Optimization exercise on an open flow, not production practice.
RTL: at most simulated, not proved equivalent.
Function not checked: runs 1 and 2.
Power: default activity.

==> flow/design.v <==
package mesh_pkg;
    localparam int WORD_WIDTH = 16;
    localparam int HOP_WIDTH = 4;
    typedef logic [WORD_WIDTH-1:0] word_t;
    typedef logic [HOP_WIDTH-1:0]  hop_t;
    typedef struct packed {
        word_t data;
        hop_t  hops;
    } flit_t;
    localparam logic [1:0] OP_PASS = 2'd0;
    localparam logic [1:0] OP_ADD  = 2'd1;
    localparam logic [1:0] OP_XOR  = 2'd2;
    typedef struct packed {
        logic [1:0] op;
        word_t      operand;
    } node_cfg_t;
endpackage
module mesh_pipe (
    input  logic        add,
    input  logic [15:0] m,
    input  logic [15:0] x,
    output logic [15:0] y
);
    logic [15:0] p;
    logic [15:0] g;
    assign p = x ^ m;
    assign g = x & m & {16{add}};
    assign y = p + {g[14:0], 1'b0};
endmodule
module mesh_hop (
    input  logic        clock,
    input  logic        rst,
    input  logic        add0,
    input  logic [15:0] m0,
    input  logic        add1,
    input  logic [15:0] m1,
    input  logic        add2,
    input  logic [15:0] m2,
    input  logic        add3,
    input  logic [15:0] m3,
    input  logic        in_valid,
    input  logic [15:0] in_data,
    output logic        in_credit,
    output logic        out_valid,
    output logic [15:0] out_data,
    input  logic        out_credit
);
    logic        in_v;
    logic [15:0] in_d;
    logic [15:0] w;
    logic [15:0] q [4];
    logic [3:0]  qv;
    logic [2:0]  sink_cnt;
    logic        pop;
    logic [15:0] a_in, b_in, c_in;
    logic        a_v, b_v, c_v;
    logic [15:0] a_d, b_d, c_d;
    logic        credit_q;
    always_ff @(posedge clock) begin
        in_d <= in_data;
        if (rst) begin
            in_v <= 1'b0;
        end else begin
            in_v <= in_valid;
        end
    end
    mesh_pipe u_op0 (.add(add0), .m(m0), .x(in_d), .y(w));
    assign pop = qv[0] && ((sink_cnt != 3'd0) || out_credit);
    always_ff @(posedge clock) begin
        if (rst) begin
            qv       <= '0;
            sink_cnt <= 3'd4;
            credit_q <= 1'b0;
        end else begin
            case ({in_v, pop})
                2'b10:   qv <= {qv[2:0], 1'b1};
                2'b01:   qv <= {1'b0, qv[3:1]};
                default: qv <= qv;
            endcase
            sink_cnt <= sink_cnt - 3'(pop) + 3'(out_credit);
            credit_q <= pop;
        end
    end
    always_ff @(posedge clock) begin
        for (int i = 0; i < 4; i++) begin
            if (pop) begin
                if (in_v && (i == 3 ? qv[3] : (qv[i] && !qv[i+1]))) begin
                    q[i] <= w;
                end else if (i < 3) begin
                    q[i] <= q[(i < 3) ? i + 1 : i];
                end
            end else if (in_v && !qv[i] && (i == 0 || qv[(i > 0) ? i - 1 : 0])) begin
                q[i] <= w;
            end
        end
    end
    mesh_pipe u_op1 (.add(add1), .m(m1), .x(q[0]), .y(a_in));
    mesh_pipe u_op2 (.add(add2), .m(m2), .x(a_d),  .y(b_in));
    mesh_pipe u_op3 (.add(add3), .m(m3), .x(b_d),  .y(c_in));
    always_ff @(posedge clock) begin
        a_d <= a_in;
        b_d <= b_in;
        c_d <= c_in;
        if (rst) begin
            a_v <= 1'b0;
            b_v <= 1'b0;
            c_v <= 1'b0;
        end else begin
            a_v <= pop;
            b_v <= a_v;
            c_v <= b_v;
        end
    end
    assign out_valid = c_v;
    assign out_data  = c_d;
    assign in_credit = credit_q;
endmodule
module mesh_node (
    input  logic        clock,
    input  logic        load,       
    input  logic        add_in,     
    input  logic [15:0] m_in,       
    output logic        add,
    output logic [15:0] m
);
    always_ff @(posedge clock) begin
        if (load) begin
            add <= add_in;
            m   <= m_in;
        end
    end
endmodule
module mesh_line #(
    parameter int NODE_COUNT = 4
) (
    input  logic                      clock,
    input  logic                      rst,
    input  logic                      fwd_in_valid,
    input  logic [15:0]               fwd_in_data,
    output logic                      fwd_in_credit,
    output logic                      fwd_out_valid,
    output logic [15:0]               fwd_out_data,
    output logic [3:0]                fwd_out_hops,
    input  logic                      fwd_out_credit,
    input  logic                      bwd_in_valid,
    input  logic [15:0]               bwd_in_data,
    output logic                      bwd_in_credit,
    output logic                      bwd_out_valid,
    output logic [15:0]               bwd_out_data,
    output logic [3:0]                bwd_out_hops,
    input  logic                      bwd_out_credit,
    input  logic [NODE_COUNT-1:0]     cfg_wren,
    input  logic [1:0]                cfg_op,
    input  logic [15:0]               cfg_operand
);
    logic        add_in;
    logic [15:0] m_in;
    logic        add0, add1, add2, add3;
    logic [15:0] m0, m1, m2, m3;
    assign add_in = !rst && (cfg_op == mesh_pkg::OP_ADD);
    assign m_in   = (!rst && (cfg_op != mesh_pkg::OP_PASS)) ? cfg_operand : 16'd0;
    mesh_node node0 (.clock(clock), .load(rst || cfg_wren[0]), .add_in(add_in), .m_in(m_in), .add(add0), .m(m0));
    mesh_node node1 (.clock(clock), .load(rst || cfg_wren[1]), .add_in(add_in), .m_in(m_in), .add(add1), .m(m1));
    mesh_node node2 (.clock(clock), .load(rst || cfg_wren[2]), .add_in(add_in), .m_in(m_in), .add(add2), .m(m2));
    mesh_node node3 (.clock(clock), .load(rst || cfg_wren[3]), .add_in(add_in), .m_in(m_in), .add(add3), .m(m3));
    mesh_hop fwd (
        .clock      (clock),
        .rst        (rst),
        .add0       (add0), .m0 (m0),
        .add1       (add1), .m1 (m1),
        .add2       (add2), .m2 (m2),
        .add3       (add3), .m3 (m3),
        .in_valid   (fwd_in_valid),
        .in_data    (fwd_in_data),
        .in_credit  (fwd_in_credit),
        .out_valid  (fwd_out_valid),
        .out_data   (fwd_out_data),
        .out_credit (fwd_out_credit)
    );
    mesh_hop bwd (
        .clock      (clock),
        .rst        (rst),
        .add0       (add3), .m0 (m3),
        .add1       (add2), .m1 (m2),
        .add2       (add1), .m2 (m1),
        .add3       (add0), .m3 (m0),
        .in_valid   (bwd_in_valid),
        .in_data    (bwd_in_data),
        .in_credit  (bwd_in_credit),
        .out_valid  (bwd_out_valid),
        .out_data   (bwd_out_data),
        .out_credit (bwd_out_credit)
    );
    assign fwd_out_hops = 4'(NODE_COUNT);
    assign bwd_out_hops = 4'(NODE_COUNT);
endmodule
==> flow/run.sh <==
#!/bin/bash
# synth_recipe.tcl (not shown) runs the flow's synth.tcl, then flattens the netlist and writes it again
# the make line also repeats each setting of config.mk as NAME=value (left out here)
make -C /OpenROAD-flow-scripts/flow DESIGN_CONFIG=/design/flow/config.mk WORK_HOME=/design/flow/orfs CLKGATE_MAP_FILE= SYNTH_SCRIPT=/design/flow/synth_recipe.tcl finish
==> flow/config.mk <==
export PLATFORM = sky130hd
export DESIGN_NAME = mesh_line
export DESIGN_NICKNAME = mesh_line
export VERILOG_FILES = /design/flow/design.v
export SDC_FILE = /design/flow/constraint.sdc
export NUM_CORES = 4
export LEC_CHECK = 0
export ABC_CLOCK_PERIOD_IN_PS = 1800
export CAP_MARGIN = 20
export CORE_MARGIN = 2
export CORE_UTILIZATION = 40
export PLACE_DENSITY = 0.6
export SETUP_SLACK_MARGIN = 2.4
export SLEW_MARGIN = 20
==> flow/constraint.sdc <==
create_clock -name core_clock -period 4.5 [get_ports {clock}]
set_input_delay 0.9000 -clock core_clock [delete_from_list [all_inputs] [get_ports {clock}]]
set_output_delay 0.9000 -clock core_clock [all_outputs]
set_load 0.01 [all_outputs]
==> impl_metrics.tcl, run 1 <==
set metrics [dict create \
    status "no timing/DRC/antenna violations" \
    setup_slack_ps 1670 \
    die_w_um 218.7 \
    vias 13076 \
    drtIter0Drc 842 \
    tightest_slew_ps 893.2 \
    power.internal_w 0.008805 \
    grtUsageMet2_pct 30.93 \
    fin_nets 2162 \
    place.gp.congestion 0.8564 \
    drc 0 \
    busiest_layer "met2" \
    numCtsBuffers 39 \
    finalHoldViolations 0 \
    async_flop_share_pct 0 \
    hold_ws_ps 452.6 \
    peakVddDrop_mv 0.2871 \
    yosysWarningCount 4 \
    netlist_instances 1622 \
    hpwl_mm 32.00 \
    slew_headroom_pct 40.44 \
    skew_ps 16.28 \
    avgSynthCellArea_um2 11.36 \
    vias_per_cell 5.260 \
    drt-total-wl_mm 47.01 \
    slowest_delay_ps 470 \
    power_density_mw_per_mm2 533.3 \
    seq_area_frac_synth_pct 48.22 \
    netlist.area_leader.share_pct 31.93 \
    io_buffers 95 \
    placed_cell_area_mm2 0.02084 \
    path_buf_inv 0 \
    clock_sinks 346 \
    layout-drive-gt1-share_pct 31.25 \
    period_share_pct 62.88 \
    synthTopCellsByCount "238 x ha_1, 196 x edfxtp_1, 150 x dfxtp_1, 134 x and2_1, 103 x nand2_1" \
    fin_area_mm2 0.02505 \
    pre_cts_ws_ps 1159 \
    max_clock_freq_mhz 353.4 \
    clkPwrFrac_pct 23.8 \
    critPathKind "reg -> reg" \
    crit_family "compound AO/OA/AOI/OAI gates" \
    startpoint_type "flop" \
    drv_cap 0 \
    pwr-share-seq_pct 35.7 \
    p_switching_w 0.004556 \
    gr-usage-met1_pct 26.99 \
    die-area_mm2 0.04781 \
    endpoint_kind "flop" \
    antenna_found_initial 1 \
    cts_hold_buf 0 \
    synth_top_area_cell "edfxtp_1" \
    combPwrFrac_pct 40.5 \
    grt_util_met3_pct 2.742 \
    first_global_vias 12862 \
    grt_start_max_net_pins 25 \
    final-max-slew-violation-count 0 \
    coreArea_mm2 0.04548 \
    die_h_um 218.7 \
    critPathMaxFanout 3 \
    grt_use_total_pct 19.28 \
    setup_viol 0 \
    ys.flop_type "edfxtp_1" \
    period_needed_ps 2830 \
    swShare_pct 34.10 \
    cts_tree "built" \
    required_ps 4990 \
    clock_path_buffers 3 \
    firstDrtPassIters 5 \
    ys_ff_latch 346 \
    ant_nets 0 \
    cp_slowest_cell "or4_1" \
    path_clk_slew_ps 60 \
    yosysUniqueCellTypes 69 \
    syn_to_final_growth_pct 35.92 \
    grt_pass1_wl_mm 71.44 \
    synthMostInstantiatedCell "ha_1" \
    clockRootBuffer "clkbuf_16" \
    synth_area_mm2 0.01843 \
    path_cells "ha_2, and2_4, ha_4, fa_2, a211o_1, a21oi_2, o21ai_2, o31a_1, or4_1, nand4_1" \
    grt_overflow 0 \
    cts_htree_levels 2 \
    netlist_top_cells_area "edfxtp_1 32%, dfxtp_1 16%, ha_1 16%" \
    synth_edf_count 196 \
    initial_utilization_pct 40.53 \
    core.rowCount 78 \
    wl_per_cell_um 18.91 \
    pin_count 104 \
    clkLatencyLatePin_ps 560 \
    hold_path.class "reg -> reg" \
    setup_tns_ps 0 \
    critPathArrivalTime_ps 3320 \
    p_leak_nw 10.38 \
    rsz0062_at_grt "true" \
]
## registers in the layout, summed over array words and instances, names as in the netlist, 16 cells and up
register,cells
bwd.b_d,16
bwd.in_d,16
bwd.q,64
fwd.c_d,16
node1.m,16
bwd.c_d,16
node0.m,16
fwd.b_d,16
fwd.q,64
node3.m,16
fwd.in_d,16
node2.m,16
fwd.a_d,16
bwd.a_d,16
## power groups by stage
stage	Sequential, W	Combinational, W	Clock (W)
finish	0.00477	0.00541	0.00318
detailed placement	0.00485	0.00447	0
global route	0.00484	0.00596	0.00338
floorplan	0.00470	0.00330	0
CTS	0.00478	0.00506	0.00326
global placement	0.00484	0.00441	0
## metal layers
metal / vias up / share of wire (%)
met5: - / 0
met4: 0 / 2.4
met3: 74 / 4.6
met2: 302 / 47
met1: 6347 / 46
li1: 6353 / -
## what timing repair did
item | CTS | global route
setup buffers | 90 | 39
pin swaps | 118 | 90
cloned | 4 | 0
gates resized for setup | 278 | 130
setup endpoints to repair | 462 | 185
## cells in the final DEF (no fill, tap or decap), types with 36 or more instances in the layout
| master | synthesis | final |
|---|---|---|
| edfxtp_1 | 196 | 196 |
| ha_1 | 238 | 156 |
| dfxtp_1 | 150 | 148 |
| and2_1 | 134 | 102 |
| nand2_1 | 103 | 89 |
| nor2_1 | 102 | 84 |
| ha_4 | 0 | 69 |
| buf_4 | 8 | 69 |
| a21oi_1 | 99 | 57 |
| buf_6 | 2 | 57 |
| clkdlybuf4s50_1 | 0 | 56 |
| xnor2_1 | 69 | 52 |
| clkbuf_16 | 0 | 42 |
| a21o_1 | 40 | 39 |
| mux2_4 | 0 | 37 |
| dlygate4sd2_1 | 0 | 36 |
## cell families after synthesis
family                   Yosys count  share of synthesized area [%]
XOR/XNOR                         103                          4.894
other                              2                        0.04074
AND/OR/NAND/NOR                  462                          12.86
multiplexers                      55                          3.333
AO/OA/AOI/OAI                    320                          11.37
flip-flops                       346                          48.22
buffers and inverters             86                          2.043
adder cells (fa/ha/maj)          248                          17.24
## area by class of cell
type,count,area [um2]
Multi-Input combinational cell,1199,11780
Clock buffer,55,1130
Fill cell,3806,20420
Inverter,41,171.4
Timing Repair Buffer,227,2178
Sequential cell,346,8891
Antenna cell,1,2.502
Clock inverter,17,150.1
Tap cell,600,750.7
## per-stage QoR
| stage | util (%) | power (W) | instances |
|---|---|---|---|
| 6_report | 55.09 | 0.01336 | 2486 |
| 5_1_grt | 55.08 | 0.01419 | 2485 |
| 4_1_cts | 53.01 | 0.01309 | 2446 |
| 3_5_place_dp | 45.81 | 0.009316 | 2280 |
| 3_3_place_gp | 45.81 | 0.009245 | 2280 |
| 2_1_floorplan | - | 0.007997 | 1628 |
## final timing paths
check | slack, ps | depth (start not counted) | to | start
max | 1670 | 10 | bwd.a_d[15] | node2.m[0]
min | 450 | 1 | fwd.c_v | fwd.b_v
min reg2reg | 450 | 1 | fwd.c_v | fwd.b_v
max reg2reg | 1670 | 10 | bwd.a_d[15] | node2.m[0]
==> inputs of run 2 (changes only) <==
==> flow/config.mk (replaced) <==
export PLATFORM = sky130hd
export DESIGN_NAME = mesh_line
export DESIGN_NICKNAME = mesh_line
export VERILOG_FILES = /design/flow/design.v
export SDC_FILE = /design/flow/constraint.sdc
export NUM_CORES = 4
export LEC_CHECK = 0
export CAP_MARGIN = 20
export CORE_MARGIN = 2
export CORE_UTILIZATION = 40
export PLACE_DENSITY = 0.6
export SLEW_MARGIN = 20
==> run 2 against run 1 <==
Net effect:
- first-iteration DRC count is 6.9% lower
- highest routed layer unchanged
- wire length is 13% lower
- via count is 6.7% lower
- core utilization is 8.3 points lower
- cell count is 5.1% lower
- still clean on timing, DRC and antenna
- non-clock buffer count is 124 lower
- sequential cell count stayed put
- global-route usage is 2.1 points lower
- register-to-register slack worse by 490 ps
- combinational power is 26% lower
- largest power group is now sequential cells
==> impl_metrics.tcl, run 2 <==
set metrics [dict create \
    coreArea_mm2 0.04548 \
    period_share_pct 73.77 \
    async_flop_share_pct 0 \
    syn_to_final_growth_pct 15.49 \
    status "no timing/DRC/antenna violations" \
    wl_per_cell_um 17.27 \
    combPwrFrac_pct 33.6 \
    finalHoldViolations 0 \
    p_switching_w 0.003849 \
    slew_headroom_pct 32.30 \
    drc 0 \
    endpoint_kind "flop" \
    core.rowCount 78 \
    fin_nets 2036 \
    rsz0062_at_grt "false" \
    grt_use_total_pct 17.20 \
    path_clk_slew_ps 60 \
    clock_path_buffers 3 \
    die-area_mm2 0.04781 \
    io_buffers 95 \
    drv_cap 0 \
    yosysWarningCount 4 \
    layout-drive-gt1-share_pct 7.850 \
    cts_tree "built" \
    drtIter0Drc 784 \
    seq_area_frac_synth_pct 48.22 \
    ant_nets 0 \
    power.internal_w 0.008132 \
    vias 12204 \
    power_density_mw_per_mm2 562.8 \
    vias_per_cell 5.176 \
    hpwl_mm 30.74 \
    setup_tns_ps 0 \
    n_antenna_cell 0 \
    first_global_vias 11738 \
    pre_cts_ws_ps 1050 \
    drt-total-wl_mm 40.73 \
    ys_ff_latch 346 \
    numCtsBuffers 40 \
    startpoint_type "flop" \
    setup_slack_ps 1180 \
    peakVddDrop_mv 0.2640 \
    period_needed_ps 3320 \
    netlist_instances 1622 \
    cts_resized 0 \
    synth_edf_count 196 \
    skew_ps 19.94 \
    pwr-share-seq_pct 39.6 \
    critPathArrivalTime_ps 3590 \
    initial_utilization_pct 40.53 \
    mostFrequentLayoutCell "ha_1" \
    clock_sinks 346 \
    critPathKind "reg -> reg" \
    grt_pass1_wl_mm 63.55 \
    clkLatencyLatePin_ps 550 \
    firstDrtPassIters 5 \
    antenna_found_initial 1 \
    place.gp.congestion 0.8336 \
    synth_area_mm2 0.01843 \
    critPathMaxFanout 30 \
    clkPwrFrac_pct 26.8 \
    cts_hold_buf 0 \
    grt_start_max_net_pins 31 \
    avgSynthCellArea_um2 11.36 \
    synth_top_area_cell "edfxtp_1" \
    synthTopCellsByCount "238 x ha_1, 196 x edfxtp_1, 150 x dfxtp_1, 134 x and2_1, 103 x nand2_1" \
    netlist.area_leader.share_pct 31.93 \
    placed_cells 2286 \
    reg.largest.list "bwd.q: 64 flops, fwd.q: 64 flops" \
    p_leak_nw 9.092 \
    max_clock_freq_mhz 301.2 \
    netlist_top_cells_area "edfxtp_1 32%, dfxtp_1 16%, ha_1 16%" \
    synthMostInstantiatedCell "ha_1" \
    fin_cells 2358 \
    required_ps 4770 \
    cts_htree_levels 2 \
    ys.flop_type "edfxtp_1" \
    hold_path.class "reg -> reg" \
    die_w_um 218.7 \
    fill_cells 4212 \
    die_h_um 218.7 \
    clockRootBuffer "clkbuf_16" \
    cts_setup_buffers 0 \
    swShare_pct 32.13 \
    grt_overflow 0 \
    pin_count 104 \
    tightest_slew_ps 1015 \
    yosysUniqueCellTypes 69 \
    final-max-slew-violation-count 0 \
    setup_viol 0 \
    layout_common_cells "238 x ha_1, 196 x edfxtp_1, 150 x dfxtp_1" \
]
## run 2: changes by cell type in the layout (fill, tap and decap cells not counted), moves of 39 or more
cell and delta:
ha_1 +82, buf_6 -57, buf_4 -61, a21oi_1 +42, clkdlybuf4s50_1 +39, ha_4 -69
## run 2: path summary, 6_finish.rpt
path              start      endpoint  slack, ps  depth (start not counted)
max           node0.add  fwd.q[3][15]       1180                          8
min          fwd.a_d[0]    fwd.b_d[0]        450                          1
max reg2reg   node0.add  fwd.q[3][15]       1180                          8
min reg2reg  fwd.a_d[0]    fwd.b_d[0]        450                          1
## run 2: cell type report
cell class / instances / area, um2 / area share [%]
repair buffers: 103 / 1011 / 4.749
well taps: 600 / 750.7 / 3.527
clock inverters: 14 / 146.4 / 0.6877
clock buffers: 58 / 1140 / 5.354
multi-input cells: 1196 / 9198 / 43.21
inverters: 41 / 153.9 / 0.7229
flip-flops and latches: 346 / 8889 / 41.75
## run 2: metal layers
layer | wire (um) | vias to the layer above | part of all wire (%) | track usage (%)
met5 | 0 | - | 0 | 0
met4 | 1136 | 0 | 2.8 | 6.014
met3 | 1638 | 64 | 4.0 | 2.394
met2 | 19490 | 242 | 48 | 28.79
met1 | 18460 | 5802 | 45 | 22.75
li1 | - | 6096 | - | -
## run 2: power groups by stage
stage	Clock [W]	Sequential (W)	Combinational (W)
global placement	0	0.00482	0.00397
detailed placement	0	0.00484	0.00405
global route	0.00343	0.00482	0.00455
finish	0.00321	0.00474	0.00403
CTS	0.00330	0.00477	0.00408
floorplan	0	0.00469	0.00289
## run 2: worst max-delay path, stage by stage, from the launching register on
cell	delay [ps]
edfxtp_1	710
and2_1	280
ha_1	220
fa_1	500
a211oi_1	260
nor2_1	140
o22a_2	330
a221oi_4	440
o211ai_1	160
## run 2: per-stage QoR
stage	hold slack, ps	utilization (%)	power (W)	area (um2)
floorplan	413.8	-	0.007580	18460
global placement	429.7	43.98	0.008793	20000
detailed placement	446.1	43.98	0.008883	20000
CTS	456.6	46.81	0.01215	21290
global route	468.4	46.81	0.01280	21290
finish	450.2	46.81	0.01198	21290
## run 2: cell families (layout without fill, tap and decap cells)
| kind of cell | after synthesis | count (layout) | share of synthesized area, % |
|---|---|---|---|
| buf+inv | 86 | 216 | 2.043 |
| mux | 55 | 55 | 3.333 |
| other cells | 2 | 8 | 0.04074 |
| compound gates | 320 | 320 | 11.37 |
| simple gates | 462 | 462 | 12.86 |
| flops | 346 | 346 | 48.22 |
| fa+ha+maj | 248 | 248 | 17.24 |
| xor+xnor | 103 | 103 | 4.894 |
==> inputs of run 3 (changes only) <==
--- a/flow/design.v
+++ b/flow/design.v
@@ -21,11 +21,7 @@
     input  logic [15:0] x,
     output logic [15:0] y
 );
-    logic [15:0] p;
-    logic [15:0] g;
-    assign p = x ^ m;
-    assign g = x & m & {16{add}};
-    assign y = p + {g[14:0], 1'b0};
+    assign y = add ? x + m : x ^ m;
 endmodule
 module mesh_hop (
     input  logic        clock,
@@ -48,49 +44,54 @@
     logic        in_v;
     logic [15:0] in_d;
     logic [15:0] w;
-    logic [15:0] q [4];
-    logic [3:0]  qv;
-    logic [2:0]  sink_cnt;
+    logic        move;
+    logic [15:0] q [3];
+    logic [2:0]  qv;
+    logic [3:0]  sink_cnt;    
     logic        pop;
     logic [15:0] a_in, b_in, c_in;
     logic        a_v, b_v, c_v;
     logic [15:0] a_d, b_d, c_d;
     logic        credit_q;
+    mesh_pipe u_op0 (.add(add0), .m(m0), .x(in_data), .y(w));
+    assign pop  = qv[0] && (sink_cnt[0] || out_credit);
+    assign move = in_v && (!qv[2] || pop);
     always_ff @(posedge clock) begin
-        in_d <= in_data;
-        if (rst) begin
-            in_v <= 1'b0;
-        end else begin
-            in_v <= in_valid;
+        if (in_valid) begin
+            in_d <= w;
         end
     end
-    mesh_pipe u_op0 (.add(add0), .m(m0), .x(in_d), .y(w));
-    assign pop = qv[0] && ((sink_cnt != 3'd0) || out_credit);
     always_ff @(posedge clock) begin
         if (rst) begin
+            in_v     <= 1'b0;
             qv       <= '0;
-            sink_cnt <= 3'd4;
+            sink_cnt <= 4'b1111;
             credit_q <= 1'b0;
         end else begin
-            case ({in_v, pop})
-                2'b10:   qv <= {qv[2:0], 1'b1};
-                2'b01:   qv <= {1'b0, qv[3:1]};
+            in_v <= in_valid || (in_v && !move);
+            case ({move, pop})
+                2'b10:   qv <= {qv[1:0], 1'b1};
+                2'b01:   qv <= {1'b0, qv[2:1]};
                 default: qv <= qv;
             endcase
-            sink_cnt <= sink_cnt - 3'(pop) + 3'(out_credit);
+            case ({out_credit, pop})
+                2'b10:   sink_cnt <= {sink_cnt[2:0], 1'b1};
+                2'b01:   sink_cnt <= {1'b0, sink_cnt[3:1]};
+                default: sink_cnt <= sink_cnt;
+            endcase
             credit_q <= pop;
         end
     end
     always_ff @(posedge clock) begin
-        for (int i = 0; i < 4; i++) begin
+        for (int i = 0; i < 3; i++) begin
             if (pop) begin
-                if (in_v && (i == 3 ? qv[3] : (qv[i] && !qv[i+1]))) begin
-                    q[i] <= w;
-                end else if (i < 3) begin
-                    q[i] <= q[(i < 3) ? i + 1 : i];
+                if (move && (i == 2 ? qv[2] : (qv[i] && !qv[(i < 2) ? i + 1 : i]))) begin
+                    q[i] <= in_d;
+                end else if (i < 2) begin
+                    q[i] <= q[(i < 2) ? i + 1 : i];
                 end
-            end else if (in_v && !qv[i] && (i == 0 || qv[(i > 0) ? i - 1 : 0])) begin
-                q[i] <= w;
+            end else if (move && !qv[i] && (i == 0 || qv[(i > 0) ? i - 1 : 0])) begin
+                q[i] <= in_d;
             end
         end
     end
==> flow/flow/run.sh (new file) <==
#!/bin/bash
# The standard layout, with two changes to how it is made:
#  - the buffer that every input and output port gets is a plain buf_2
#    (the default pick is a slow delay cell);
#  - clock tree synthesis clusters more sinks per buffer and adds no dummy loads.
# Each tool's full output stays in orfs/logs; make's own output goes to standard.log.
set -euo pipefail
export BUFFER_PORTS_ARGS="-buffer_cell sky130_fd_sc_hd__buf_2"
export CTS_ARGS="-sink_clustering_enable -repair_clock_nets -sink_clustering_size 30 -sink_clustering_max_diameter 100 -dont_use_dummy_load"
bash standard.sh > standard.log 2>&1
==> flow/standard.sh (new file) <==
#!/bin/bash
# synth_recipe.tcl (not shown) runs the flow's synth.tcl, then flattens the netlist and writes it again
# the make line also repeats each setting of config.mk as NAME=value (left out here)
make -C /OpenROAD-flow-scripts/flow DESIGN_CONFIG=/design/flow/config.mk WORK_HOME=/design/flow/orfs CLKGATE_MAP_FILE= SYNTH_SCRIPT=/design/flow/synth_recipe.tcl "${@:-finish}"
--- a/flow/config.mk
+++ b/flow/config.mk
@@ -7,6 +7,7 @@
 export LEC_CHECK = 0
 export CAP_MARGIN = 20
 export CORE_MARGIN = 2
-export CORE_UTILIZATION = 40
-export PLACE_DENSITY = 0.6
+export CORE_UTILIZATION = 55
+export PLACE_DENSITY = 0.65
+export SETUP_SLACK_MARGIN = 1.9
 export SLEW_MARGIN = 20
removed: flow/run.sh
==> run 3 against run 2 <==
Net effect:
- still clean
- synthesized cell count down 16%
- wire length down 6.9%
- maximum frequency up 35%
- first-iteration DRC count up 30%
- non-clock buffer count up 3
- power down 25%
- combinational power down 18%
- core utilization up 13 points
- count of clock-buffer cells in the layout down 43
- sequential share of layout area up 6.0 points
- critical path type unchanged
==> impl_metrics.tcl, run 3 <==
set metrics [dict create \
    synth_xor_area_share_pct 6.143 \
    io_buffers 95 \
    synthTopCellsByCount "196 x edfxtp_1, 132 x a21oi_1, 125 x nand2_1, 124 x ha_1, 118 x dfxtp_1" \
    die-area_mm2 0.03068 \
    setup_viol 0 \
    netlist_top_cells_area "edfxtp_1 37%, dfxtp_1 15%, ha_1 9.6%" \
    drv_cap 0 \
    power_density_mw_per_mm2 517.8 \
    max_clock_freq_mhz 406.1 \
    drtIter0Drc 1018 \
    cts_tree "built" \
    rr_worst_depth 7 \
    yosysUniqueCellTypes 66 \
    synthMostInstantiatedCell "edfxtp_1" \
    vias_per_cell 5.928 \
    period_share_pct 54.72 \
    synth-adder-area-share_pct 10.62 \
    seq_area_frac_synth_pct 51.20 \
    clockRootBuffer "clkbuf_16" \
    min_from "bwd.b_v" \
    combPwrFrac_pct 37.0 \
    netlist.area_leader.share_pct 36.53 \
    synth_mux_area_share_pct 5.685 \
    setup_tns_ps 0 \
    p_switching_w 0.003121 \
    firstDrtPassIters 7 \
    critPathKind "reg -> reg" \
    numCtsBuffers 15 \
    clkPwrFrac_pct 16.2 \
    vias 10812 \
    cts_htree_levels 1 \
    startpoint_type "flop" \
    hold_ws_ps 445.5 \
    synth_area_mm2 0.01611 \
    fin_area_mm2 0.01729 \
    coreArea_mm2 0.02878 \
    pwr-share-seq_pct 46.8 \
    place.gp.congestion 0.9144 \
    regToRegStartpoint "node3.m[0]" \
    n_antenna_cell 0 \
    wl_per_cell_um 20.78 \
    p_total_w 0.008951 \
    status "no timing/DRC/antenna violations" \
    antenna_found_initial 1 \
    ant_nets 0 \
    synth_top_area_cell "edfxtp_1" \
    critPathMaxFanout 3 \
    initial_utilization_pct 55.98 \
    hpwl_mm 29.26 \
    skew_ps 52.85 \
    die_w_um 175.2 \
    synth_compound_area_share_pct 13.38 \
    tightest_slew_ps 998.8 \
    cts_setup_buffers 0 \
    yosysWarningCount 4 \
    hold_end "bwd.c_v" \
    setup_slack_ps 2038 \
    reg2reg_to "fwd.c_d[12]" \
    drc 0 \
    core.rowCount 62 \
    pre_cts_ws_ps 1760 \
    grt_pass1_wl_mm 59.24 \
    grt_use_total_pct 24.85 \
    fin_nets 1634 \
    ys_ff_latch 314 \
    first_global_vias 10458 \
    endpoint_kind "flop" \
    ys.flop_type "edfxtp_1" \
    clock_sinks 314 \
    netlist_instances 1366 \
    peakVddDrop_mv 0.2511 \
    p_leak_nw 6.739 \
    die_h_um 175.2 \
    synth_top_family_by_area "compound AO/OA/AOI/OAI gates" \
    final-max-slew-violation-count 0 \
    min_delay_path_depth 1 \
    path_clk_slew_ps 110 \
    pin_count 104 \
    layout-drive-gt1-share_pct 15.63 \
    layout_common_cells "196 x edfxtp_1, 132 x a21oi_1, 125 x nand2_1" \
    avgSynthCellArea_um2 11.79 \
    power.internal_w 0.005830 \
    finalHoldViolations 0 \
    grt_start_max_net_pins 43 \
    rrSetupSlack_ps 2040 \
    async_flop_share_pct 0 \
    hold_path.class "reg -> reg" \
    slew_headroom_pct 33.42 \
    reg.largest.list "bwd.q: 48 flops, fwd.q: 48 flops" \
    required_ps 4880 \
    critPathArrivalTime_ps 2840 \
    swShare_pct 34.87 \
    clock_path_buffers 3 \
    drt-total-wl_mm 37.91 \
    mostFrequentLayoutCell "edfxtp_1" \
    clkLatencyLatePin_ps 520 \
    syn_to_final_growth_pct 7.301 \
    placed_cell_area_mm2 0.01691 \
    grt_overflow 0 \
    synth_edf_count 196 \
    period_needed_ps 2462 \
    rsz0062_at_grt "false" \
    yosys.area_share.simple_pct 10.97 \
]
run 3: critical path, stage by stage, from the launching register on:
cell      delay, ps
edfxtp_1        450
ha_1            290
fa_1            460
a211oi_2        380
o32ai_4         160
a31oi_2         310
o32ai_2         110
xor2_1          160
run 3: worst max-delay path by stage:
stage	startpoint	end	slack, ps
4_1_cts	node3.m[0]	fwd.c_d[12]	1980
3_3_place_gp	bwd_in_data[0]	bwd.in_d[14]	1780
6_report	node3.m[0]	fwd.c_d[12]	2040
5_1_grt	node3.m[0]	fwd.c_d[12]	1920
2_1_floorplan	fwd_out_credit	fwd.q[2][0]	2030
3_5_place_dp	bwd_in_data[0]	bwd.in_d[14]	1760
run 3: logic make-up (layout without fill, tap and decap cells):
| logic type | after synthesis | count (layout) |
|---|---|---|
| AOI/OAI and AO/OA | 313 | 313 |
| muxes | 82 | 82 |
| DFF | 314 | 314 |
| xor gates and xnor gates | 113 | 113 |
| and+or+nand+nor | 347 | 347 |
| other | 2 | 8 |
| adders and majority gates | 132 | 132 |
| buffers and inverters | 63 | 131 |
run 3: timing repair:
| item | 4_1_cts | 5_1_grt |
|---|---|---|
| gates resized for setup | 0 | 1 |
| endpoints found under the setup margin | 0 | 1 |
| hold buffers | 0 | 0 |
run 3: final cells by class:
| class | instances | area (um2) |
|---|---|---|
| Inverter | 10 | 37.54 |
| Timing Repair Buffer | 106 | 558.0 |
| Tap cell | 384 | 480.5 |
| Clock buffer | 15 | 375.4 |
| Fill cell | 2424 | 11490 |
| Sequential cell | 314 | 8248 |
| Multi-Input combinational cell | 995 | 7587 |
run 3: power groups by stage:
| stage | combinational (W) | clock, W | sequential, W |
|---|---|---|---|
| finish | 0.00332 | 0.00145 | 0.00419 |
| global route | 0.00368 | 0.00157 | 0.00425 |
| CTS | 0.00330 | 0.00149 | 0.00420 |
| detailed placement | 0.00328 | 0 | 0.00426 |
| global placement | 0.00326 | 0 | 0.00425 |
| floorplan | 0.00241 | 0 | 0.00417 |
run 3: through the flow:
| stage | instances | utilization (%) |
|---|---|---|
| 3_3_place_gp | 1809 | 58.74 |
| 2_1_floorplan | 1372 | - |
| 6_report | 1824 | 60.06 |
| 3_5_place_dp | 1809 | 58.74 |
| 4_1_cts | 1824 | 60.04 |
| 5_1_grt | 1824 | 60.06 |
run 3: routing by layer:
| layer | global-route usage [%] | up-vias | wire length (um) |
|---|---|---|---|
| li1 | - | 5240 | - |
| met1 | 38.35 | 5213 | 18420 |
| met2 | 37.57 | 321 | 16500 |
| met3 | 3.481 | 38 | 2301 |
| met4 | 4.722 | 0 | 690 |
| met5 | 0 | - | 0 |
Testbench counts of run 3, summed over its fixed seeds: cycles 3,704, words 6,144.
==> inputs of run 4 (changes only) <==
--- a/flow/config.mk
+++ b/flow/config.mk
@@ -9,5 +9,5 @@
 export CORE_MARGIN = 2
 export CORE_UTILIZATION = 55
 export PLACE_DENSITY = 0.65
-export SETUP_SLACK_MARGIN = 1.9
+export SETUP_SLACK_MARGIN = 2.35
 export SLEW_MARGIN = 20
==> run 4 against run 3 <==
Net effect:
- maximum frequency grew 15%
- via count grew 3.0%
- combinational power grew 12%
- synthesized cell count stayed put
- sequential cell count did not move
- non-clock buffer count grew 41
==> impl_metrics.tcl, run 4 <==
set metrics [dict create \
    netlist_instances 1366 \
    layout-drive-gt1-share_pct 26.40 \
    critPathKind "reg -> reg" \
    clockRootBuffer "clkbuf_16" \
    initial_utilization_pct 55.98 \
    rsz0062_at_grt "true" \
    clock_sinks 314 \
    period_share_pct 47.62 \
    rr_worst_depth 7 \
    numCtsBuffers 15 \
    die-area_mm2 0.03068 \
    wl_per_cell_um 21.65 \
    grt_overflow 0 \
    avgSynthCellArea_um2 11.79 \
    seq_area_frac_synth_pct 51.20 \
    grt_start_max_net_pins 31 \
    antenna_found_initial 0 \
    async_flop_share_pct 0 \
    endpoint_kind "flop" \
    finalHoldViolations 0 \
    cts_hold_buf 0 \
    mostFrequentLayoutCell "edfxtp_1" \
    synth_area_mm2 0.01611 \
    drtIter0Drc 1067 \
    path_clk_slew_ps 100 \
    yosysWarningCount 4 \
    grt_pass1_wl_mm 60.68 \
    vias 11137 \
    status "no timing/DRC/antenna violations" \
    drt-total-wl_mm 40.38 \
    die_h_um 175.2 \
    setup_slack_ps 2357 \
    reg.largest.list "bwd.q: 48 flops, fwd.q: 48 flops" \
    slew_headroom_pct 29.23 \
    setup_tns_ps 0 \
    core.rowCount 62 \
    ys_ff_latch 314 \
    required_ps 4880 \
    layout_common_cells "196 x edfxtp_1, 122 x nand2_1, 118 x dfxtp_1" \
    cts_htree_levels 1 \
    synthTopCellsByCount "196 x edfxtp_1, 132 x a21oi_1, 125 x nand2_1, 124 x ha_1, 118 x dfxtp_1" \
    ys.flop_type "edfxtp_1" \
    grt_use_total_pct 25.77 \
    io_buffers 95 \
    firstDrtPassIters 6 \
    critPathArrivalTime_ps 2520 \
    fin_cells 1865 \
    reg2reg_to "fwd.c_d[12]" \
    placed_cell_area_mm2 0.01729 \
    startpoint_type "flop" \
    synth_top_area_cell "edfxtp_1" \
    die_w_um 175.2 \
    synthMostInstantiatedCell "edfxtp_1" \
    ant_nets 0 \
    drc 0 \
    vias_per_cell 5.972 \
    clkLatencyLatePin_ps 520 \
    tightest_slew_ps 1058 \
    netlist_top_cells_area "edfxtp_1 37%, dfxtp_1 15%, ha_1 9.6%" \
    hold_path.class "reg -> reg" \
    skew_ps 45.88 \
    pre_cts_ws_ps 1906 \
    yosysUniqueCellTypes 66 \
    regToRegStartpoint "node3.m[0]" \
    cts_tree "built" \
    pin_count 104 \
    place.gp.congestion 0.9109 \
    coreArea_mm2 0.02878 \
    p_leak_nw 6.981 \
    drv_cap 0 \
    final-max-slew-violation-count 0 \
    critPathMaxFanout 3 \
    crit_start "node3.m[0]" \
    power_density_mw_per_mm2 507.8 \
    setup_viol 0 \
    fin_nets 1675 \
    clock_path_buffers 3 \
    max_clock_freq_mhz 466.6 \
    n_antenna_cell 0 \
    placed_cells 1806 \
    hpwl_mm 30.19 \
    crit_end "fwd.c_d[12]" \
    synth_edf_count 196 \
    syn_to_final_growth_pct 14.88 \
    rrSetupSlack_ps 2360 \
    p_total_w 0.009398 \
    first_global_vias 10327 \
    netlist.area_leader.share_pct 36.53 \
    peakVddDrop_mv 0.3589 \
    fin_area_mm2 0.01851 \
    period_needed_ps 2143 \
]
## run 4: worst min path at each step
stage / from / cells past startpoint / endpoint
6_report: bwd.b_v / 1 / bwd.c_v
5_1_grt: fwd.in_d[14] / 0 / fwd.q[2][14]
4_1_cts: bwd.b_v / 1 / bwd.c_v
3_5_place_dp: bwd.b_v / 1 / bwd.c_v
3_3_place_gp: bwd.b_v / 1 / bwd.c_v
2_1_floorplan: bwd.b_v / 1 / bwd.c_v
## run 4: area by class of cell
type,count,area (um2)
repair buffers,147,880.8
inverters,10,37.54
clock buffers,15,375.4
flip-flops and latches,314,8248
multi-input cells,995,8486
well taps,384,480.5
fillers,2314,10270
## run 4: worst max-delay path, cell delays in order (launching register included)
cell and delay (ps):
edfxtp_1 450, ha_4 210, fa_2 380, a211oi_4 320
o32ai_4 160, a31oi_4 220, o32ai_2 100, xor2_1 170
## run 4: report_power, final
group	total, W	switching [W]	internal [W]
Sequential	0.00421	0.000379	0.00384
Clock	0.00146	0.000860	0.000604
Combinational	0.00372	0.00209	0.00162
## run 4: per-layer routing
metal / part of all wire [%] / up-vias / track usage, %
met3: 6.3 / 43 / 3.155
met1: 49 / 5391 / 41.37
met2: 43 / 390 / 37.48
met4: 1.8 / 0 / 4.896
li1: - / 5313 / -
met5: 0 / - / 0
## run 4: metrics by stage
| step | utilization [%] | hold WS, ps |
|---|---|---|
| final | 64.31 | 462.7 |
| after detailed placement | 60.09 | 436.9 |
| after global routing | 64.31 | 481.1 |
| after global placement | 60.09 | 440.6 |
| after CTS | 62.18 | 462.3 |
| after floorplan | - | 413.8 |
## run 4: kinds of logic after synthesis
kind of cell / Yosys count / share of synthesized area (%)
flip-flops: 314 / 51.20
buffers and inverters: 63 / 1.949
other: 2 / 0.04662
multiplexers: 82 / 5.685
XOR/XNOR: 113 / 6.143
AO/OA/AOI/OAI: 313 / 13.38
adder cells (fa/ha/maj): 132 / 10.62
AND/OR/NAND/NOR: 347 / 10.97
## run 4: repair_timing
item                                    4_1_cts  5_1_grt
endpoints found under the setup margin       26       55
pin swaps                                     6       39
gates cloned                                  0        0
resized for setup                            20       79
buffers inserted                             16       28
==> inputs of run 5 (changes only) <==
--- a/flow/config.mk
+++ b/flow/config.mk
@@ -8,6 +8,7 @@
 export CAP_MARGIN = 20
 export CORE_MARGIN = 2
 export CORE_UTILIZATION = 55
+export GPL_ROUTABILITY_DRIVEN = 0
 export PLACE_DENSITY = 0.65
-export SETUP_SLACK_MARGIN = 2.35
+export SETUP_SLACK_MARGIN = 2.2
 export SLEW_MARGIN = 20
==> run 5 against run 4 <==
Net effect:
- setup slack got worse by 81 ps
- wire length decreased by 6.5%
- sequential share of layout area is 2.3 points higher
- power decreased by 3.8%
- clock skew grew 14 ps
- cell area decreased by 4.9%
- count of clock-buffer cells in the layout stayed put
- synthesized cell count unchanged
- sequential power barely moved
- clock power about the same
- non-clock buffer count down 36
- largest power group unchanged
- largest cell class is now flip-flops and latches
==> impl_metrics.tcl, run 5 <==
set metrics [dict create \
    status "no timing/DRC/antenna violations" \
    tightest_slew_ps 1052 \
    max_clock_freq_mhz 449.7 \
    reg.largest.list "bwd.q: 48 flops, fwd.q: 48 flops" \
    core.rowCount 62 \
    path_clk_slew_ps 110 \
    slew_headroom_pct 29.60 \
    setup_slack_ps 2276 \
    skew_ps 60.26 \
    cts_tree "built" \
    hold_path.class "reg -> reg" \
    netlist_instances 1366 \
    fin_nets 1639 \
    die_h_um 175.2 \
    hpwl_mm 28.87 \
    grt_start_max_net_pins 43 \
    grtUsageMet2_pct 35.07 \
    yosysWarningCount 4 \
    mostFrequentLayoutCell "edfxtp_1" \
    synth_top_area_cell "edfxtp_1" \
    fill_cells 2374 \
    combPwrFrac_pct 37.3 \
    crit_family "adder cells" \
    placed_cell_area_mm2 0.01707 \
    netlist.area_leader.share_pct 36.53 \
    avgSynthCellArea_um2 11.79 \
    die-area_mm2 0.03068 \
    clockRootBuffer "clkbuf_16" \
    endpoint_kind "flop" \
    multi_input_area_mm2 0.007841 \
    clkPwrFrac_pct 16.1 \
    numCtsBuffers 15 \
    seqCellArea_mm2 0.008248 \
    cts_htree_levels 1 \
    seq_area_frac_synth_pct 51.20 \
    path_cells "ha_1, fa_1, nand3_1, a21oi_1, a32oi_1, o31ai_1, xor2_1" \
    slowest_delay_ps 460 \
    coreArea_mm2 0.02878 \
    clock_sinks 314 \
    layout_common_cells "196 x edfxtp_1, 124 x nand2_1, 123 x a21oi_1" \
    syn_to_final_growth_pct 9.227 \
    clock_path_buffers 3 \
    ys_ff_latch 314 \
    n_antenna_cell 0 \
    initial_utilization_pct 55.98 \
    yosysUniqueCellTypes 66 \
    critPathArrivalTime_ps 2580 \
    first_global_vias 9915 \
    gr-usage-met1_pct 39.38 \
    p_switching_w 0.003162 \
    wl_per_cell_um 20.66 \
    final-max-slew-violation-count 0 \
    path_buf_inv 0 \
    pwr-share-seq_pct 46.6 \
    critPathMaxFanout 3 \
    synthTopCellsByCount "196 x edfxtp_1, 132 x a21oi_1, 125 x nand2_1, 124 x ha_1, 118 x dfxtp_1" \
    grt_pass1_wl_mm 57.76 \
    finalHoldViolations 0 \
    antenna_found_initial 0 \
    setup_viol 0 \
    synth_area_mm2 0.01611 \
    drt-total-wl_mm 37.78 \
    power.internal_w 0.005875 \
    drtIter0Drc 967 \
    p_leak_nw 6.777 \
    cp_slowest_cell "edfxtp_1" \
    layout-drive-gt1-share_pct 18.41 \
    grt_use_total_pct 24.41 \
    synthMostInstantiatedCell "edfxtp_1" \
    io_buffers 95 \
    vias_per_cell 5.927 \
    drc 0 \
    ant_nets 0 \
    die_w_um 175.2 \
    power_density_mw_per_mm2 513.6 \
    startpoint_type "flop" \
    synth_edf_count 196 \
    vias 10841 \
    firstDrtPassIters 5 \
    busiest_layer "met1" \
    period_share_pct 49.42 \
    clkLatencyLatePin_ps 520 \
    pre_cts_ws_ps 1822 \
    peakVddDrop_mv 0.2496 \
    rsz0062_at_grt "true" \
    required_ps 4860 \
    pin_count 104 \
    grt_util_met3_pct 2.611 \
    ys.flop_type "edfxtp_1" \
    netlist_top_cells_area "edfxtp_1 37%, dfxtp_1 15%, ha_1 9.6%" \
    period_needed_ps 2224 \
    grt_overflow 0 \
    setup_tns_ps 0 \
    drv_cap 0 \
    swShare_pct 34.99 \
    async_flop_share_pct 0 \
    critPathKind "reg -> reg" \
    fin_area_mm2 0.01760 \
]
-- run 5: cell counts after synthesis --
Identical to the previous run, type by type.
-- run 5: timing repair --
item                                    CTS  global route
endpoints found under the setup margin    6            17
resized for setup                         5             6
setup buffers                             3             7
hold buffers                              0             0
pin swaps                                 1             2
-- run 5: worst reg2reg max path, cell delays in order, from the launching register on --
cell      delay (ps)
edfxtp_1         460
ha_1             270
fa_1             460
nand3_1          170
a21oi_1          100
a32oi_1          300
o31ai_1          140
xor2_1           160
-- run 5: power by group through the flow --
stage / clock, W / combinational [W] / sequential (W)
4_1_cts: 0.00149 / 0.00332 / 0.00423
6_report: 0.00146 / 0.00337 / 0.00421
3_3_place_gp: 0 / 0.00324 / 0.00429
5_1_grt: 0.00160 / 0.00373 / 0.00427
3_5_place_dp: 0 / 0.00327 / 0.00429
2_1_floorplan: 0 / 0.00244 / 0.00417
-- run 5: cell type report --
class | count | area share (%)
Multi-Input combinational cell | 995 | 44.56
Clock buffer | 15 | 2.133
Sequential cell | 314 | 46.87
Timing Repair Buffer | 111 | 3.491
Tap cell | 384 | 2.730
Inverter | 10 | 0.2133
-- run 5: metal layers --
metal	part of all wire, %	vias to the layer above	wire (um)
met3	5.8	47	2205
met2	42	354	16010
met1	50	5178	18730
met5	0	-	0
met4	2.2	0	837
li1	-	5262	-
-- run 5: final timing paths --
kind,start,to,slack (ps),depth (start not counted)
worst min register to register,fwd.b_v,fwd.c_v,450,1
worst min-delay path,fwd.b_v,fwd.c_v,450,1
worst max register to register,node0.m[0],bwd.c_d[12],2280,7
worst max-delay path,node0.m[0],bwd.c_d[12],2280,7
-- run 5: per-stage QoR --
stage	utilization [%]	hold slack [ps]	cells	power, W
after floorplan	-	413.8	1372	0.006614
after global placement	59.32	419.0	1804	0.007537
after detailed placement	59.32	434.1	1804	0.007559
after CTS	60.81	453.5	1822	0.009042
after global routing	61.14	480.5	1829	0.009607
final	61.14	448.7	1829	0.009037
-- run 5: kinds of logic after synthesis --
family | count (synthesis) | synth area share [%]
xor gates and xnor gates | 113 | 6.143
other | 2 | 0.04662
DFF | 314 | 51.20
muxes | 82 | 5.685
and+or+nand+nor | 347 | 10.97
AOI/OAI and AO/OA | 313 | 13.38
buffers and inverters | 63 | 1.949
adders and majority gates | 132 | 10.62
==> inputs of run 6 (changes only) <==
--- a/flow/config.mk
+++ b/flow/config.mk
@@ -8,7 +8,8 @@
 export CAP_MARGIN = 20
 export CORE_MARGIN = 2
 export CORE_UTILIZATION = 55
-export GPL_ROUTABILITY_DRIVEN = 0
+export CTS_CLUSTER_DIAMETER = 100
+export CTS_CLUSTER_SIZE = 30
 export PLACE_DENSITY = 0.65
 export SETUP_SLACK_MARGIN = 2.2
 export SLEW_MARGIN = 20
==> run 6 against run 5 <==
Net effect:
- still clean
- setup slack got worse by 15 ps
- die area did not move
- wire length rose by 3.0%
- sequential share of layout area fell by 0.15 points
- register-to-register slack worse by 20 ps
- combinational power about the same
- maximum frequency shrank 0.69%
==> impl_metrics.tcl, run 6 <==
set metrics [dict create \
    status "no timing/DRC/antenna violations" \
    wl_per_cell_um 21.27 \
    fin_nets 1640 \
    startpoint_type "flop" \
    slew_headroom_pct 32.75 \
    core.rowCount 62 \
    mostFrequentLayoutCell "edfxtp_1" \
    synthTopCellsByCount "196 x edfxtp_1, 132 x a21oi_1, 125 x nand2_1, 124 x ha_1, 118 x dfxtp_1" \
    ys_ff_latch 314 \
    netlist_top_cells_area "edfxtp_1 37%, dfxtp_1 15%, ha_1 9.6%" \
    coreArea_mm2 0.02878 \
    syn_to_final_growth_pct 9.568 \
    numCtsBuffers 15 \
    endpoint_kind "flop" \
    power_density_mw_per_mm2 513.3 \
    ant_nets 0 \
    async_flop_share_pct 0 \
    vias 10844 \
    avgSynthCellArea_um2 11.79 \
    skew_ps 54.99 \
    synth_area_mm2 0.01611 \
    hpwl_mm 29.62 \
    period_needed_ps 2239 \
    clock_sinks 314 \
    clock_path_buffers 3 \
    finalHoldViolations 0 \
    vias_per_cell 5.926 \
    drc 0 \
    setup_tns_ps 0 \
    place.gp.congestion 0.8724 \
    hold_path.class "reg -> reg" \
    fin_cells 1830 \
    rsz0062_at_grt "true" \
    die_w_um 175.2 \
    n_antenna_cell 0 \
    layout-drive-gt1-share_pct 18.81 \
    reg.largest.list "bwd.q: 48 flops, fwd.q: 48 flops" \
    grt_pass1_wl_mm 59.41 \
    required_ps 4920 \
    seq_area_frac_synth_pct 51.20 \
    tightest_slew_ps 1005 \
    drt-total-wl_mm 38.92 \
    layout_common_cells "196 x edfxtp_1, 124 x nand2_1, 120 x a21oi_1" \
    period_share_pct 49.76 \
    max_clock_freq_mhz 446.6 \
    grt_use_total_pct 25.25 \
    critPathArrivalTime_ps 2650 \
    placed_cells 1804 \
    netlist_instances 1366 \
    synthMostInstantiatedCell "edfxtp_1" \
    antenna_found_initial 0 \
    final_util_pct 61.33 \
    min_delay_path_depth 1 \
    setup_viol 0 \
    synth_top_area_cell "edfxtp_1" \
    die_h_um 175.2 \
    netlist.area_leader.share_pct 36.53 \
    critPathMaxFanout 3 \
    peakVddDrop_mv 0.2849 \
    cts_hold_buf 0 \
    initial_utilization_pct 55.98 \
    synth_edf_count 196 \
    firstDrtPassIters 5 \
    grt_start_max_net_pins 43 \
    critPathKind "reg -> reg" \
    io_buffers 95 \
    cts_htree_levels 1 \
    pin_count 104 \
    path_clk_slew_ps 110 \
    ys.flop_type "edfxtp_1" \
    first_global_vias 10285 \
    die-area_mm2 0.03068 \
    grt_overflow 0 \
    clkLatencyLatePin_ps 520 \
    drv_cap 0 \
    yosysWarningCount 4 \
    final-max-slew-violation-count 0 \
    p_leak_nw 6.787 \
    clockRootBuffer "clkbuf_16" \
    rr_worst_depth 7 \
    cts_tree "built" \
    drtIter0Drc 1054 \
    yosysUniqueCellTypes 66 \
]
-- run 6: cell counts after synthesis --
Identical to the previous run, type by type.
-- run 6: area by class of cell --
cell class	instances	area [um2]
fillers	2388	11130
flip-flops and latches	314	8248
multi-input cells	995	7891
repair buffers	112	619.3
well taps	384	480.5
clock buffers	15	375.4
inverters	10	37.54
-- run 6: repair_timing --
| action | 4_1_cts | 5_1_grt |
|---|---|---|
| resized for setup | 3 | 15 |
| hold endpoints to repair | 0 | 0 |
| setup buffers | 2 | 9 |
| endpoints found under the setup margin | 10 | 21 |
| pin swaps | 0 | 2 |
-- run 6: worst max-delay path, stage by stage, from the launching register on --
cell and delay [ps]:
edfxtp_1 420, ha_1 260, fa_1 470, a211oi_4 300
o32ai_4 160, a31oi_4 260, o32ai_2 100, xor2_1 170
-- run 6: cell families after synthesis --
family / after synthesis / share of synthesized area [%]
fa+ha+maj: 132 / 10.62
other cells: 2 / 0.04662
mux: 82 / 5.685
buf+inv: 63 / 1.949
xor+xnor: 113 / 6.143
simple gates: 347 / 10.97
flops: 314 / 51.20
compound gates: 313 / 13.38
-- run 6: through the flow --
step	hold WS (ps)	cell area [um2]	worst slack, ps	power (W)
finish	446.3	17650	2261	0.009060
global route	465.9	17650	2192	0.009602
CTS	449.9	17490	2094	0.009043
detailed placement	438.5	17070	1737	0.007579
global placement	417.4	17070	1689	0.007560
floorplan	413.8	16370	2150	0.006614
-- run 6: power breakdown --
| group | switching, W | internal, W | leakage (nW) | total (W) |
|---|---|---|---|---|
| sequential | 0.000373 | 0.00384 | 2.93 | 0.00421 |
| combinational | 0.00195 | 0.00144 | 3.68 | 0.00340 |
| clock | 0.000850 | 0.000603 | 0.185 | 0.00145 |
| total | 0.00318 | 0.00588 | 6.79 | 0.00906 |
-- run 6: worst paths after layout --
| path | startpoint | slack [ps] | end |
|---|---|---|---|
| setup / recovery | node3.m[0] | 2260 | fwd.c_d[12] |
| hold / removal | fwd.a_d[0] | 450 | fwd.b_d[0] |
| setup reg to reg | node3.m[0] | 2260 | fwd.c_d[12] |
| hold reg to reg | fwd.a_d[0] | 450 | fwd.b_d[0] |
-- run 6: layer usage --
layer	track usage, %	routed length (um)
met5	0	0
met4	4.653	628
met3	2.742	2288
met2	36.83	16500
met1	40.67	19510
==> inputs of run 7 (changes only) <==
--- a/flow/flow/run.sh
+++ b/flow/flow/run.sh
@@ -6,5 +6,5 @@
 # Each tool's full output stays in orfs/logs; make's own output goes to standard.log.
 set -euo pipefail
 export BUFFER_PORTS_ARGS="-buffer_cell sky130_fd_sc_hd__buf_2"
-export CTS_ARGS="-sink_clustering_enable -repair_clock_nets -sink_clustering_size 30 -sink_clustering_max_diameter 100 -dont_use_dummy_load"
+export CTS_ARGS="-sink_clustering_enable -repair_clock_nets -sink_clustering_size 20 -sink_clustering_max_diameter 60 -dont_use_dummy_load"
 bash standard.sh > standard.log 2>&1
--- a/flow/config.mk
+++ b/flow/config.mk
@@ -8,8 +8,6 @@
 export CAP_MARGIN = 20
 export CORE_MARGIN = 2
 export CORE_UTILIZATION = 55
-export CTS_CLUSTER_DIAMETER = 100
-export CTS_CLUSTER_SIZE = 30
 export PLACE_DENSITY = 0.65
 export SETUP_SLACK_MARGIN = 2.2
 export SLEW_MARGIN = 20
==> run 7 against run 6 <==
Net effect:
- maximum frequency rose by 0.63%
- global-route usage up 0.30 points
- critical path type unchanged
- cell area increased by 1.8%
- combinational power barely moved
- clock skew is 15 ps higher
- non-clock buffer count rose by 1
- setup slack gained 14 ps
==> impl_metrics.tcl, run 7 <==
set metrics [dict create \
    period_needed_ps 2225 \
    synthMostInstantiatedCell "edfxtp_1" \
    slowest_delay_ps 410 \
    path_cells "ha_1, fa_2, a211oi_4, o32ai_4, a31oi_4, o32ai_2, xor2_1" \
    netlist_instances 1366 \
    status "no timing/DRC/antenna violations" \
    skew_ps 69.83 \
    core.rowCount 62 \
    fin_nets 1654 \
    mostFrequentLayoutCell "edfxtp_1" \
    layout-drive-gt1-share_pct 19.79 \
    fin_cells 1844 \
    finalHoldViolations 0 \
    die-area_mm2 0.03068 \
    synth_compound_area_share_pct 13.38 \
    vias_per_cell 5.941 \
    cp_slowest_cell "edfxtp_1" \
    n_antenna_cell 0 \
    hold_ws_ps 444.8 \
    grt_overflow 0 \
    io_buffers 95 \
    ant_nets 0 \
    die_h_um 175.2 \
    avgSynthCellArea_um2 11.79 \
    synth_edf_count 196 \
    critPathArrivalTime_ps 2610 \
    initial_utilization_pct 55.98 \
    drt-total-wl_mm 39.42 \
    setup_viol 0 \
    multi_input_area_mm2 0.007885 \
    placed_cells 1804 \
    yosysWarningCount 4 \
    startpoint_type "flop" \
    ys.flop_type "edfxtp_1" \
    max_clock_freq_mhz 449.4 \
    required_ps 4890 \
    clockRootBuffer "clkbuf_16" \
    async_flop_share_pct 0 \
    yosysUniqueCellTypes 66 \
    syn_to_final_growth_pct 11.52 \
    cts_htree_levels 1 \
    clock_sinks 314 \
    p_leak_nw 6.944 \
    critPathKind "reg -> reg" \
    synth-adder-area-share_pct 10.62 \
    peakVddDrop_mv 0.3196 \
    netlist.area_leader.share_pct 36.53 \
    ys_ff_latch 314 \
    synth_mux_area_share_pct 5.685 \
    clkLatencyLatePin_ps 570 \
    pin_count 104 \
    tightest_slew_ps 967.8 \
    reg.largest.list "bwd.q: 48 flops, fwd.q: 48 flops" \
    wl_per_cell_um 21.38 \
    drtIter0Drc 1072 \
    firstDrtPassIters 5 \
    synth_top_area_cell "edfxtp_1" \
    grt_use_total_pct 25.55 \
    final-max-slew-violation-count 0 \
    rsz0062_at_grt "true" \
    synthTopCellsByCount "196 x edfxtp_1, 132 x a21oi_1, 125 x nand2_1, 124 x ha_1, 118 x dfxtp_1" \
    cts_hold_buf 0 \
    synth_xor_area_share_pct 6.143 \
    critPathMaxFanout 3 \
    netlist_top_cells_area "edfxtp_1 37%, dfxtp_1 15%, ha_1 9.6%" \
    path_clk_slew_ps 80 \
    seq_area_frac_synth_pct 51.20 \
    grt_pass1_wl_mm 60.09 \
    hpwl_mm 29.62 \
    place.gp.congestion 0.8724 \
    drc 0 \
    synth_area_mm2 0.01611 \
    hold_path.class "reg -> reg" \
    endpoint_kind "flop" \
    first_global_vias 10417 \
    layout_common_cells "196 x edfxtp_1, 124 x nand2_1, 120 x a21oi_1" \
    cts_tree "built" \
    power_density_mw_per_mm2 539.4 \
    numCtsBuffers 28 \
    die_w_um 175.2 \
    drv_cap 0 \
    clock_path_buffers 3 \
    setup_tns_ps 0 \
    vias 10956 \
    coreArea_mm2 0.02878 \
    synth_top_family_by_area "compound AO/OA/AOI/OAI gates" \
    fill_cells 2375 \
    slew_headroom_pct 35.24 \
    yosys.area_share.simple_pct 10.97 \
    antenna_found_initial 0 \
    grt_start_max_net_pins 43 \
    seqCellArea_mm2 0.008248 \
    period_share_pct 49.45 \
]
run 7: cell counts after synthesis:
No cell type changed its count.
run 7: worst paths after layout:
kind         startpoint           to  slack [ps]  depth (start not counted)
min             fwd.b_v      fwd.c_v         440                          1
min reg2reg     fwd.b_v      fwd.c_v         440                          1
max          node3.m[0]  fwd.c_d[12]        2270                          7
max reg2reg  node3.m[0]  fwd.c_d[12]        2270                          7
run 7: through the flow:
| stage | utilization, % | power (W) | setup slack, ps | area [um2] |
|---|---|---|---|---|
| 6_report | 62.43 | 0.009690 | 2275 | 17970 |
| 5_1_grt | 62.43 | 0.01024 | 2145 | 17970 |
| 4_1_cts | 61.98 | 0.009683 | 2203 | 17840 |
| 3_5_place_dp | 59.32 | 0.007579 | 1737 | 17070 |
| 3_3_place_gp | 59.32 | 0.007560 | 1689 | 17070 |
| 2_1_floorplan | - | 0.006614 | 2150 | 16370 |
run 7: final cells by class:
| cell class | count | share of cell area [%] |
|---|---|---|
| multi-input combinational | 995 | 43.89 |
| tap | 384 | 2.674 |
| sequential | 314 | 45.91 |
| timing repair buffer | 113 | 3.419 |
| clock buffer | 28 | 3.900 |
| inverter | 10 | 0.2089 |
run 7: cells by family (layout without fill, tap and decap cells):
| family | count (synthesis) | count (layout) |
|---|---|---|
| compound gates | 313 | 313 |
| other cells | 2 | 8 |
| buf+inv | 63 | 151 |
| mux | 82 | 82 |
| flops | 314 | 314 |
| simple gates | 347 | 347 |
| fa+ha+maj | 132 | 132 |
| xor+xnor | 113 | 113 |
run 7: power by group:
group	internal, W	switching (W)
Sequential	0.00384	0.000373
Clock	0.00109	0.000972
Combinational	0.00145	0.00197
run 7: critical path: cells and delay by family, from the launching register on:
family | cells | cell delay, ps
flops | 1 | 410
xor+xnor | 1 | 170
fa+ha+maj | 2 | 660
compound gates | 4 | 810
run 7: per-layer routing:
layer  wire, um  global-route usage, %  vias to the layer above
met5          0                      0                        -
met2      16580                  36.83                      362
li1           -                      -                     5266
met1      19620                  40.97                     5271
met3       2362                  2.959                       57
met4        851                  5.799                        0
run 7: what timing repair did:
action                     in CTS  in global routing
resized for setup               8                 13
pin swaps                       1                  2
setup endpoints to repair      15                 20
buffers inserted                2                 10
==> inputs of run 8 (changes only) <==
--- a/flow/design.v
+++ b/flow/design.v
@@ -159,7 +159,7 @@
     logic        add0, add1, add2, add3;
     logic [15:0] m0, m1, m2, m3;
     assign add_in = !rst && (cfg_op == mesh_pkg::OP_ADD);
-    assign m_in   = (!rst && (cfg_op != mesh_pkg::OP_PASS)) ? cfg_operand : 16'd0;
+    assign m_in   = (!rst && (cfg_op == mesh_pkg::OP_ADD || cfg_op == mesh_pkg::OP_XOR)) ? cfg_operand : 16'd0;
     mesh_node node0 (.clock(clock), .load(rst || cfg_wren[0]), .add_in(add_in), .m_in(m_in), .add(add0), .m(m0));
     mesh_node node1 (.clock(clock), .load(rst || cfg_wren[1]), .add_in(add_in), .m_in(m_in), .add(add1), .m(m1));
     mesh_node node2 (.clock(clock), .load(rst || cfg_wren[2]), .add_in(add_in), .m_in(m_in), .add(add2), .m(m2));
--- a/flow/flow/run.sh
+++ b/flow/flow/run.sh
@@ -6,5 +6,5 @@
 # Each tool's full output stays in orfs/logs; make's own output goes to standard.log.
 set -euo pipefail
 export BUFFER_PORTS_ARGS="-buffer_cell sky130_fd_sc_hd__buf_2"
-export CTS_ARGS="-sink_clustering_enable -repair_clock_nets -sink_clustering_size 20 -sink_clustering_max_diameter 60 -dont_use_dummy_load"
+export CTS_ARGS="-sink_clustering_enable -repair_clock_nets -sink_clustering_size 30 -sink_clustering_max_diameter 100 -dont_use_dummy_load"
 bash standard.sh > standard.log 2>&1
--- a/flow/config.mk
+++ b/flow/config.mk
@@ -9,5 +9,6 @@
 export CORE_MARGIN = 2
 export CORE_UTILIZATION = 55
 export PLACE_DENSITY = 0.65
-export SETUP_SLACK_MARGIN = 2.2
+export SETUP_SLACK_MARGIN = 2.3
 export SLEW_MARGIN = 20
+export TNS_END_PERCENT = 5
==> run 8 against run 7 <==
Net effect:
- clock power shrank 32%
- global-route usage shrank 1.7 points
- area after synthesis shrank 3.8%
- clock skew shrank 37 ps
- hold slack gained 12 ps
- via count shrank 6.0%
==> impl_metrics.tcl, run 8 <==
set metrics [dict create \
    cp.depth 9 \
    grt_pass1_wl_mm 54.09 \
    startpoint_type "flop" \
    synth_edf_count 196 \
    grt_overflow 0 \
    syn_to_final_growth_pct 10.03 \
    drv_cap 0 \
    yosysUniqueCellTypes 62 \
    rsz0062_at_grt "true" \
    netlist.area_leader.share_pct 37.97 \
    grt_start_max_net_pins 31 \
    min_delay_path_depth 1 \
    period_needed_ps 2365 \
    cp_slowest_cell "edfxtp_1" \
    io_buffers 95 \
    layout-drive-gt1-share_pct 19.65 \
    cts_hold_buf 0 \
    synthTopCellsByCount "196 x edfxtp_1, 125 x ha_1, 118 x dfxtp_1, 88 x nand2_1, 81 x a21oi_1" \
    slew_headroom_pct 35.12 \
    cts_htree_levels 1 \
    vias_per_cell 5.842 \
    avgSynthCellArea_um2 12.06 \
    numCtsBuffers 14 \
    mostFrequentLayoutCell "edfxtp_1" \
    ys.flop_type "edfxtp_1" \
    p_leak_nw 6.724 \
    critPathMaxFanout 3 \
    clock_sinks 314 \
    status "no timing/DRC/antenna violations" \
    wl_per_cell_um 19.75 \
    skew_ps 32.70 \
    reg.largest.list "bwd.q: 48 flops, fwd.q: 48 flops" \
    ant_nets 0 \
    fin_nets 1579 \
    peakVddDrop_mv 0.3078 \
    path_cells "buf_4, ha_4, fa_2, a211oi_4, nor3_2, and4_1, o21ai_2, o21ai_1, xor2_1" \
    clock_path_buffers 3 \
    die_w_um 171.9 \
    drt-total-wl_mm 34.79 \
    first_global_vias 9672 \
    cts_tree "built" \
    netlist_instances 1285 \
    rr_worst_depth 9 \
    ys_ff_latch 314 \
    met2_length_mm 15.76 \
    die_h_um 171.9 \
    grt_use_total_pct 23.86 \
    yosysWarningCount 4 \
    place.gp.congestion 0.8697 \
    slowest_delay_ps 420 \
    critPathArrivalTime_ps 2620 \
    drc 0 \
    die-area_mm2 0.02954 \
    period_share_pct 52.55 \
    required_ps 4760 \
    critPathKind "reg -> reg" \
    setup_tns_ps 0 \
    wl_met1_mm 16.57 \
    crit_family "adder cells" \
    path_clk_slew_ps 120 \
    tightest_slew_ps 973.3 \
    drtIter0Drc 884 \
    coreArea_mm2 0.02778 \
    setup_viol 0 \
    clkLatencyLatePin_ps 500 \
    power_density_mw_per_mm2 511.4 \
    async_flop_share_pct 0 \
    final-max-slew-violation-count 0 \
    pin_count 104 \
    seq_area_frac_synth_pct 53.21 \
    synth_area_mm2 0.01550 \
    final_util_pct 61.39 \
    n_antenna_cell 0 \
    endpoint_kind "flop" \
    hold_path.class "reg -> reg" \
    antenna_found_initial 0 \
    wl_met3_mm 2.105 \
    initial_utilization_pct 55.79 \
    hpwl_mm 26.29 \
    netlist_top_cells_area "edfxtp_1 38%, dfxtp_1 15%, ha_1 10%" \
    synthMostInstantiatedCell "edfxtp_1" \
    top_layer_used "met4" \
    firstDrtPassIters 5 \
    fill_cells 2306 \
    layout_common_cells "196 x edfxtp_1, 120 x ha_1, 118 x dfxtp_1" \
    synth_top_area_cell "edfxtp_1" \
    core.rowCount 61 \
    finalHoldViolations 0 \
    clockRootBuffer "clkbuf_16" \
    vias 10294 \
    max_clock_freq_mhz 422.9 \
    path_buf_inv 1 \
]
-- run 8: cell types whose count changed after synthesis, sizes merged, moves of 14 or more --
| cell | before | now |
|---|---|---|
| nand4b | 14 | 0 |
| a21oi | 132 | 81 |
| nand2 | 126 | 88 |
| nand3 | 52 | 21 |
| o21ai | 49 | 75 |
| nor2 | 32 | 69 |
| inv | 10 | 25 |
| xor2 | 30 | 49 |
-- run 8: worst reg2reg max path, stage by stage (launching register included) --
cell,delay [ps]
edfxtp_1,420
buf_4,160
ha_4,160
fa_2,410
a211oi_4,280
nor3_2,80
and4_1,220
o21ai_2,140
o21ai_1,100
xor2_1,140
-- run 8: worst paths after layout --
check | start | to | slack, ps
worst min-delay path | bwd.b_v | bwd.c_v | 460
worst max-delay path | node3.m[0] | bwd.in_d[12] | 2140
worst max register to register | node3.m[0] | bwd.in_d[12] | 2140
worst min register to register | bwd.b_v | bwd.c_v | 460
-- run 8: area by class of cell --
cell class	instances	area, um2	share of cell area, %
multi-input combinational	917	7267	42.61
tap	378	473.0	2.773
sequential	314	8248	48.36
clock buffer	14	350.3	2.054
timing repair buffer	114	621.8	3.646
inverter	25	93.84	0.5503
-- run 8: cells by family (layout without fill, tap and decap cells) --
group,after synthesis,count (layout),synth area share (%)
buffers and inverters,60,153,1.776
DFF,314,314,53.21
and+or+nand+nor,272,272,8.436
adders and majority gates,133,133,11.12
AOI/OAI and AO/OA,303,303,12.77
muxes,82,82,5.909
other,2,8,0.04845
xor gates and xnor gates,119,119,6.724
-- run 8: routing by layer --
metal / vias up / GRT usage [%]
met1: 5006 / 36.59
met3: 22 / 2.770
met4: 0 / 2.996
met2: 307 / 37.63
met5: - / 0
li1: 4959 / -
-- run 8: what timing repair did --
item                       in CTS  in global routing
buffers inserted                6                  6
resized for setup              13                 30
setup endpoints to repair      79                152
pin swaps                       5                 11
-- run 8: where the power goes --
part | internal, W | switching [W]
Sequential | 0.00383 | 0.000326
Clock | 0.000566 | 0.000836
Combinational | 0.00137 | 0.00179
Total | 0.00577 | 0.00295
-- run 8: through the flow --
stage	area, um2	power (W)	cells	setup slack, ps	hold WS (ps)
2_1_floorplan	15590	0.006355	1291	1912	413.8
3_3_place_gp	16410	0.007211	1736	1647	423.0
3_5_place_dp	16410	0.007251	1736	1647	437.4
4_1_cts	16880	0.008713	1756	2111	457.8
5_1_grt	17050	0.009271	1762	2039	471.0
6_report	17050	0.008722	1762	2135	457.1
Testbench counts of run 8, summed over its fixed seeds: cycles 3,704, words 6,144.
